This design comes from an exercise in tuning for small area and a short achievable clock period on the open sky130 flow, not from production work. Only simulation tests tie the RTL to the original design; equivalence was not proved. No activity file was given, so power comes from the tool's default toggle rates.

== rev 12 ==
## prog_mem_ctrl
module prog_mem_ctrl (
    input  logic        clk,
    input  logic        rst,
    input  logic        load_start,
    input  logic        load_valid,
    input  logic [7:0]  load_byte,
    output logic        load_ready,
    input  logic        load_end,
    output logic [8:0]  load_count,
    input  logic        fetch_req,
    input  logic [15:0] fetch_addr,
    output logic        fetch_ready,
    output logic        fetch_valid,
    output logic [15:0] fetch_inst,
    output logic        fetch_err
);
    logic        r_idle;
    logic        r_load;
    logic        r_resp;
    logic [7:0]  r_wptr;
    logic [8:0]  r_load_count;
    logic [15:0] r_inst_pre;   
    logic        r_err_pre;    
    logic [15:0] r_inst_hold_n;   
    logic        r_err_hold_n;
    logic        w_wr_en;
    logic        w_last;
    logic [15:0] w_rdata;
    logic        w_err;
    logic        w_take_fetch;
    logic        w_rst_n;      
    assign w_wr_en = r_load && load_valid;
    assign w_last  = w_wr_en && (r_wptr == 8'hff);
    prog_byte_ram u_ram (
        .clk   (clk),
        .load  (r_load),
        .valid (load_valid),
        .waddr (r_wptr),
        .wdata (load_byte),
        .raddr (fetch_addr[7:1]),
        .rdata (w_rdata)
    );
    assign w_err = fetch_addr[0] || (|fetch_addr[15:8]) ||
                   ({1'b0, fetch_addr[7:1]} >= r_load_count[8:1]);
    assign w_take_fetch = r_idle && !load_start && fetch_req;
    assign load_ready  = r_load;
    assign fetch_ready = r_idle;
    assign fetch_valid = r_resp && !rst;
    logic [16:0] w_pre_sel_n;
    for (genvar b = 0; b < 17; b++) begin : g_omux
        if (b < 16) begin : g_inst
            pmc_nor2  u_nor (.a(rst), .b(r_inst_pre[b]), .y(w_pre_sel_n[b]));
            pmc_a21oi u_out (.a1(rst), .a2(r_inst_hold_n[b]), .b1(w_pre_sel_n[b]),
                             .y(fetch_inst[b]));
        end else begin : g_err
            pmc_nor2  u_nor (.a(rst), .b(r_err_pre), .y(w_pre_sel_n[b]));
            pmc_a21oi u_out (.a1(rst), .a2(r_err_hold_n), .b1(w_pre_sel_n[b]),
                             .y(fetch_err));
        end
    end
  ...
Settings: LEC_CHECK=0, CAP_MARGIN=20, CORE_MARGIN=2, CORE_UTILIZATION=45, SETUP_SLACK_MARGIN=4.0, SLEW_MARGIN=20, SYNTH_HIERARCHICAL=1; clock period 7.0 ns.
standard.sh (not shown) runs the stock make flow with config.mk's settings and CLKGATE_MAP_FILE= SYNTH_SCRIPT=/design/flow/synth_recipe.tcl, a recipe that flattens the netlist after the stock synthesis.
==> flow/flow/run.sh <==
#!/bin/bash
# Layout flow: the standard ORFS flow, with clock tree synthesis run
# without dummy loads and with larger sink clusters. Each tool's output
# goes to the ORFS logs under orfs/logs/; make's own output to make_finish.log.
set -euo pipefail
cd "$(dirname "$0")/.."
CTS="-sink_clustering_enable -repair_clock_nets -dont_use_dummy_load"
CTS="$CTS -sink_clustering_size 16 -sink_clustering_max_diameter 50"
CTS="$CTS -buf_list sky130_fd_sc_hd__clkbuf_8"
bash standard.sh "CTS_ARGS=$CTS" finish > make_finish.log 2>&1
Inputs modified between rev 12 and rev 13:
==> flow/flow/run.sh <==
#!/bin/bash
# Layout flow: the standard ORFS flow (standard.sh) with two changes:
#  - clock tree synthesis without dummy loads, clusters of at most 16 sinks
#    within 50 um, clkbuf_8 buffers;
#  - the reset input and the fetch response outputs placed as one pin group
#    (flow/io.tcl), since reset acts on those outputs within the cycle.
# Each tool's output goes to its ORFS log under orfs/logs/; make's own output
# goes to make_finish.log in the work folder.
set -euo pipefail
cd "$(dirname "$0")/.."
CTS="-sink_clustering_enable -repair_clock_nets -dont_use_dummy_load"
CTS="$CTS -sink_clustering_size 16 -sink_clustering_max_diameter 50"
CTS="$CTS -buf_list sky130_fd_sc_hd__clkbuf_8"
bash standard.sh "CTS_ARGS=$CTS" "IO_CONSTRAINTS=$PWD/flow/io.tcl" finish > make_finish.log 2>&1
==> flow/flow/io.tcl (new file) <==
# Keep the reset input and the fetch response outputs next to each other.
set_io_pin_constraint -group -order -pin_names {rst fetch_valid fetch_err fetch_inst[0] fetch_inst[1] fetch_inst[2] fetch_inst[3] fetch_inst[4] fetch_inst[5] fetch_inst[6] fetch_inst[7] fetch_inst[8] fetch_inst[9] fetch_inst[10] fetch_inst[11] fetch_inst[12] fetch_inst[13] fetch_inst[14] fetch_inst[15]}
-- flow/config.mk --
<<< rev 12, line 10
export CORE_UTILIZATION = 45
export SETUP_SLACK_MARGIN = 4.0
export SLEW_MARGIN = 20
>>> rev 13, line 10
export CORE_UTILIZATION = 45
export SETUP_SLACK_MARGIN = 3.7
export SLEW_MARGIN = 20
Findings:
- Where via count is concerned, rev 12 is outperformed by rev 13.
- Changes observed in rev 13 relative to rev 12: final standard cell utilization of the core saw a decrease; final-layout fill cell count saw an increase; area of all placed cells without fillers saw a decrease; worst setup slack saw a decrease; largest fanout on the critical path saw a decrease.
- On number of gates on the worst path with buffers counted, the lower figure sits with rev 13, not rev 12.


prog_mem_ctrl, a different RTL version from the one above (not shown whole).
Size: about 6600 cells after synthesis, roughly 2100 flip-flops, ~59 I/O pins, roughly 68000 sq um of cells after synthesis.
==> flow/config.mk <==
export PLATFORM = sky130hd
export DESIGN_NAME = prog_mem_ctrl
export DESIGN_NICKNAME = prog_mem_ctrl
export VERILOG_FILES = /design/flow/design.v
export SDC_FILE = /design/flow/constraint.sdc
export NUM_CORES = 4
export LEC_CHECK = 0
export CAP_MARGIN = 20
export CORE_MARGIN = 2
export CORE_UTILIZATION = 45
export SETUP_SLACK_MARGIN = 4.0
export SLEW_MARGIN = 20
export SYNTH_HIERARCHICAL = 1
==> flow/constraint.sdc <==
create_clock -name core_clock -period 7.0 [get_ports {clk}]
set_input_delay 1.4000 -clock core_clock [delete_from_list [all_inputs] [get_ports {clk}]]
set_output_delay 1.4000 -clock core_clock [all_outputs]
set_load 0.01 [all_outputs]
==> flow/flow/run.sh <==
#!/bin/bash
# Layout flow: the standard ORFS flow (standard.sh) with two changes:
#  - clock tree synthesis without dummy loads, clusters of at most 16 sinks
#    within 50 um, clkbuf_8 buffers;
#  - the reset input and the fetch response outputs placed as one pin group
#    (flow/io.tcl), since reset acts on those outputs within the cycle.
# Each tool's output goes to its ORFS log under orfs/logs/; make's own output
# goes to make_finish.log in the work folder.
set -euo pipefail
cd "$(dirname "$0")/.."
CTS="-sink_clustering_enable -repair_clock_nets -dont_use_dummy_load"
CTS="$CTS -sink_clustering_size 16 -sink_clustering_max_diameter 50"
CTS="$CTS -buf_list sky130_fd_sc_hd__clkbuf_8"
bash standard.sh "CTS_ARGS=$CTS" "IO_CONSTRAINTS=$PWD/flow/io.tcl" finish > make_finish.log 2>&1
==> flow/flow/io.tcl <==
# Keep the reset input and the fetch response outputs next to each other.
set_io_pin_constraint -group -order -pin_names {rst fetch_valid fetch_err fetch_inst[0] fetch_inst[1] fetch_inst[2] fetch_inst[3] fetch_inst[4] fetch_inst[5] fetch_inst[6] fetch_inst[7] fetch_inst[8] fetch_inst[9] fetch_inst[10] fetch_inst[11] fetch_inst[12] fetch_inst[13] fetch_inst[14] fetch_inst[15]}
Edit:
CORE_ASPECT_RATIO = 0.5   (was unset)
CORE_UTILIZATION = 55   (was 45)
Outcome: Routed wire length came out higher by 2.8%; final cell count came out lower by 4.9%; core utilization came out higher by 11 points; non-clock buffer count went down by 35; via count rises by 2.3%; power goes down by 1.8%; critical path depth rises by 8.
Edit:
--- a/flow/flow/run.sh
+++ b/flow/flow/run.sh
@@ -14 +14 @@
-bash standard.sh "CTS_ARGS=$CTS" "IO_CONSTRAINTS=$PWD/flow/io.tcl" finish > make_finish.log 2>&1
+bash standard.sh "CTS_ARGS=$CTS" finish > make_finish.log 2>&1
CORE_ASPECT_RATIO = unset   (was 0.5)
removed: flow/flow/io.tcl
Outcome: Wire length shrinks by 0.66%. Area after synthesis stays the same. Setup slack improves by 0.13 ns. Cell area stays flat. Clock skew shrinks by 0.031 ns. Global-route usage shrinks by 0.26 points. Via count shrinks by 1.6%. Synthesized cell count does not change. Power grows by 2.0%. Die area is about the same.


The RTL this note starts from:
==> flow/design.v <==
`default_nettype none
package prog_mem_ctrl_pkg;
    localparam int c_INST_W = 16;
endpackage
`default_nettype wire
`default_nettype none
module prog_byte_ram (
    input  logic        clk,
    input  logic        we,
    input  logic [7:0]  waddr,
    input  logic [7:0]  wdata,
    input  logic [6:0]  raddr,
    output logic [15:0] rdata
);
    logic [7:0] r_lo [128];
    logic [7:0] r_hi [128];
    always_ff @(posedge clk) begin
        if (we && !waddr[0]) r_lo[waddr[7:1]] <= wdata;
        if (we &&  waddr[0]) r_hi[waddr[7:1]] <= wdata;
    end
    assign rdata = {r_hi[raddr], r_lo[raddr]};
endmodule
`default_nettype wire
`default_nettype none
module prog_mem_ctrl (
    input  logic        clk,
    input  logic        rst,
    input  logic        load_start,
    input  logic        load_valid,
    input  logic [7:0]  load_byte,
    output logic        load_ready,
    input  logic        load_end,
    output logic [8:0]  load_count,
    input  logic        fetch_req,
    input  logic [15:0] fetch_addr,
    output logic        fetch_ready,
    output logic        fetch_valid,
    output logic [15:0] fetch_inst,
    output logic        fetch_err
);
    logic        r_idle;
    logic        r_load;
    logic        r_resp;
    logic [7:0]  r_wptr;
    logic [8:0]  r_load_count;
    logic [15:0] r_rd;         
    logic        r_rd_err;     
    logic [15:0] r_inst_hold;
    logic        r_err_hold;
    logic        w_wr_en;
    logic        w_last;
    logic [15:0] w_rdata;
    logic        w_err;
    logic        w_resp;
    logic [15:0] w_inst;
    assign w_wr_en = r_load && load_valid;
    assign w_last  = w_wr_en && (r_wptr == 8'hff);
    prog_byte_ram u_ram (
        .clk   (clk),
        .we    (w_wr_en),
        .waddr (r_wptr),
        .wdata (load_byte),
        .raddr (fetch_addr[7:1]),
        .rdata (w_rdata)
    );
    assign w_err = fetch_addr[0] || (|fetch_addr[15:8]) ||
                   ({1'b0, fetch_addr[7:1]} >= r_load_count[8:1]);
    assign w_resp = r_resp && !rst;
    assign w_inst = r_rd_err ? 16'h0000 : r_rd;
    assign load_ready  = r_load;
    assign fetch_ready = r_idle;
    assign fetch_valid = w_resp;
    assign fetch_inst  = w_resp ? w_inst   : r_inst_hold;
    assign fetch_err   = w_resp ? r_rd_err : r_err_hold;
    assign load_count  = r_load_count;
    always_ff @(posedge clk) begin
        r_rd     <= w_rdata;
        r_rd_err <= w_err;
    end
    always_ff @(posedge clk) begin
        if (rst) begin
            r_idle       <= 1'b1;
            r_load       <= 1'b0;
            r_resp       <= 1'b0;
            r_wptr       <= '0;
            r_load_count <= '0;
            r_inst_hold  <= '0;
            r_err_hold   <= 1'b0;
        end else begin
            r_idle <= (r_idle && !load_start && !fetch_req) || r_resp ||
                      (r_load && (load_end || w_last));
            r_load <= (r_idle && load_start) || (r_load && !load_end && !w_last);
            r_resp <= r_idle && !load_start && fetch_req;
            if (r_idle && load_start) begin
                r_wptr <= '0;
            end else if (w_wr_en) begin
                r_wptr <= r_wptr + 8'd1;
            end
            if (r_load && (load_end || w_last)) begin
                r_load_count <= {1'b0, r_wptr} + {8'd0, w_wr_en};
            end
            if (r_resp) begin
                r_inst_hold <= w_inst;
                r_err_hold  <= r_rd_err;
            end
        end
    end
endmodule
`default_nettype wire
make LEC_CHECK=0 CAP_MARGIN=20 CORE_MARGIN=2 CORE_UTILIZATION=40 SETUP_SLACK_MARGIN=3.8 SLEW_MARGIN=20 finish   # period 7.0 ns
run.sh (not shown) runs the stock make flow with config.mk's settings and CLKGATE_MAP_FILE= SYNTH_SCRIPT=/design/flow/synth_recipe.tcl, a recipe that flattens the netlist after the stock synthesis.
Stock flow here: none of the scripts above is used.
The baseline completed with no timing, DRC or antenna violations.
Then changed:
- SETUP_SLACK_MARGIN: 3.8 -> 0.4
Effect:
- area after synthesis does not change
- power shrinks slightly
- wire length shrinks by a few percent


== red ==
prog_mem_ctrl with an RTL version that a note above also has.
Size in the first run: about 6600 cells after synthesis, about 59 I/O pins, ~68000 sq um of cells after synthesis.
export LEC_CHECK = 0
export CAP_MARGIN = 20
export CORE_MARGIN = 2
export CORE_UTILIZATION = 55
export SETUP_SLACK_MARGIN = 3.85
export SLEW_MARGIN = 20
export SYNTH_HIERARCHICAL = 1
create_clock -name core_clock -period 7.0 [get_ports {clk}]
standard.sh (not shown) runs the stock make flow with config.mk's settings and CLKGATE_MAP_FILE= SYNTH_SCRIPT=/design/flow/synth_recipe.tcl, a recipe that flattens the netlist after the stock synthesis.
==> flow/flow/run.sh <==
#!/bin/bash
# Layout flow: the standard ORFS flow (standard.sh) with two changes:
#  - clock tree synthesis without dummy loads, clusters of at most 16 sinks
#    within 50 um, clkbuf_8 buffers;
#  - the reset input and the fetch response outputs placed as one pin group
#    (flow/io.tcl), since reset acts on those outputs within the cycle.
# Each tool's output goes to its ORFS log under orfs/logs/; make's own output
# goes to make_finish.log in the work folder.
set -euo pipefail
cd "$(dirname "$0")/.."
CTS="-sink_clustering_enable -repair_clock_nets -dont_use_dummy_load"
CTS="$CTS -sink_clustering_size 16 -sink_clustering_max_diameter 50"
CTS="$CTS -buf_list sky130_fd_sc_hd__clkbuf_8"
bash standard.sh "CTS_ARGS=$CTS" "IO_CONSTRAINTS=$PWD/flow/io.tcl" finish > make_finish.log 2>&1
==> flow/flow/io.tcl <==
# Keep the reset input and the fetch response outputs next to each other.
set_io_pin_constraint -group -order -pin_names {rst fetch_valid fetch_err fetch_inst[0] fetch_inst[1] fetch_inst[2] fetch_inst[3] fetch_inst[4] fetch_inst[5] fetch_inst[6] fetch_inst[7] fetch_inst[8] fetch_inst[9] fetch_inst[10] fetch_inst[11] fetch_inst[12] fetch_inst[13] fetch_inst[14] fetch_inst[15]}
#### Input delta (blue over red)
- SETUP_SLACK_MARGIN changed from 3.85 to 4.0
- CORE_UTILIZATION changed from 55 to 65
### Flow results
Worst setup slack came out higher on blue than on red.
[compare] base=red new=blue: tightest hold margin saw a decrease, share of power burned in combinational logic saw little to no change, utilization saw an increase.
--- input diff blue..green ---
- CORE_UTILIZATION now 55, was 65
- SETUP_SLACK_MARGIN now 4.2, was 4.0
### Flow results
Looking at the reports, green completed the entire flow and the layout it produced met the timing, design-rule and antenna checks.
Compare blue and green | fmax higher: blue
The post-placement setup slack in green was lower than what blue gave.
For the final period demand of the worst path, green came in 25 ps higher than blue did.
Compare blue and green | sequential share of layout area higher: blue
In the final reports, the cell area of green is larger than that of blue.
Delta (green minus blue): weighted congestion at the end of routability-driven global placement decreased by about 10% relative to the old numbers, number of vias in the routed layout held steady, final critical-path setup slack went down by 25 ps.
Relative to green, the following input files were edited for orange:
- SETUP_SLACK_MARGIN: 4.2 -> 4.0
[summary]
orange -> green: fraction of power consumed by the clock network flat
Going from green to orange, met3 wire length shrank by a few percent.
For the average wire length per cell after detail routing, orange came in about 0.8% lower than green did.


## 11-28
Starting RTL as in the previous note.
Settings: LEC_CHECK=0, CAP_MARGIN=20, CORE_MARGIN=2, CORE_UTILIZATION=60, SETUP_SLACK_MARGIN=4.0, SLEW_MARGIN=20, SYNTH_HIERARCHICAL=1; clock period 7.0 ns.
Scripts as last shown in full above: flow/flow/run.sh, flow/flow/io.tcl
Here is what was changed in the inputs of 06-06 compared with 11-28.
Settings: CORE_UTILIZATION: 60 -> 55.
==> flow/flow/io.tcl <==
# Keep the fetch address inputs, the reset input and the fetch response
# outputs next to each other.
set_io_pin_constraint -group -order -pin_names {fetch_addr[0] fetch_addr[1] fetch_addr[2] fetch_addr[3] fetch_addr[4] fetch_addr[5] fetch_addr[6] fetch_addr[7] fetch_addr[8] fetch_addr[9] fetch_addr[10] fetch_addr[11] fetch_addr[12] fetch_addr[13] fetch_addr[14] fetch_addr[15] rst fetch_valid fetch_err fetch_inst[0] fetch_inst[1] fetch_inst[2] fetch_inst[3] fetch_inst[4] fetch_inst[5] fetch_inst[6] fetch_inst[7] fetch_inst[8] fetch_inst[9] fetch_inst[10] fetch_inst[11] fetch_inst[12] fetch_inst[13] fetch_inst[14] fetch_inst[15]}
Findings:
- On area of all sequential standard cells, 06-06 tracks 11-28 almost exactly.
- | final net count | 06-06 vs 11-28 | 0.38% higher |
- Compared with 11-28, 06-06 shows worst IR drop on VDD higher by about 90%.

## what the ideal ports hide
The flow's constraints put no driver on any port. The routed layouts listed below were extracted and timed again, unchanged, in two steps.
Step 1, drivers: a clkbuf_16 drives clk and a buf_2 each remaining input, both assumed.
Step 2 times the ports against the registers' clock, not the clock port: input delays grow and output delays shrink by t, the midpoint of the rising clock arrivals with the driver on.
a / b / c = ideal ports / drivers / drivers and shift; a / b = the first two.
run | t (ns) | setup slack, ns | cell pins on the clock port's net
rev 12 | 1.022 | 3.490 / 2.994 / 2.470 | 1
rev 13 | 0.982 | 3.382 / 3.296 / 2.494 | 1
the first run of note 2 | 0.983 | 3.410 / 3.315 / 2.886 | 1
the second run of note 2 | 0.949 | 3.407 / 3.348 / 2.496 | 1
the third run of note 2 | 0.987 | 3.535 / 2.940 / 2.766 | 1
the first run of note 3 | 0.919 | 3.187 / 3.127 / 2.888 | 1
the second run of note 3 | 0.901 | 1.590 / 1.565 / 1.565 | 1
red | 0.989 | 3.406 / 3.149 / 2.609 | 1
blue | 0.978 | 3.440 / 3.205 / 2.844 | 1
green | 1.026 | 3.415 / 3.056 / 2.827 | 1
orange | 0.998 | 3.582 / 3.034 / 2.849 | 1
11-28 | 0.957 | 3.315 / 3.269 / 2.923 | 1
06-06 | 0.996 | 3.286 / 3.200 / 2.845 | 1
After both steps setup and hold are still met in every run listed. For rev 12, which loses most, drivers alone change the setup slack by -0.496 ns; drivers and shift together by -1.020 ns.
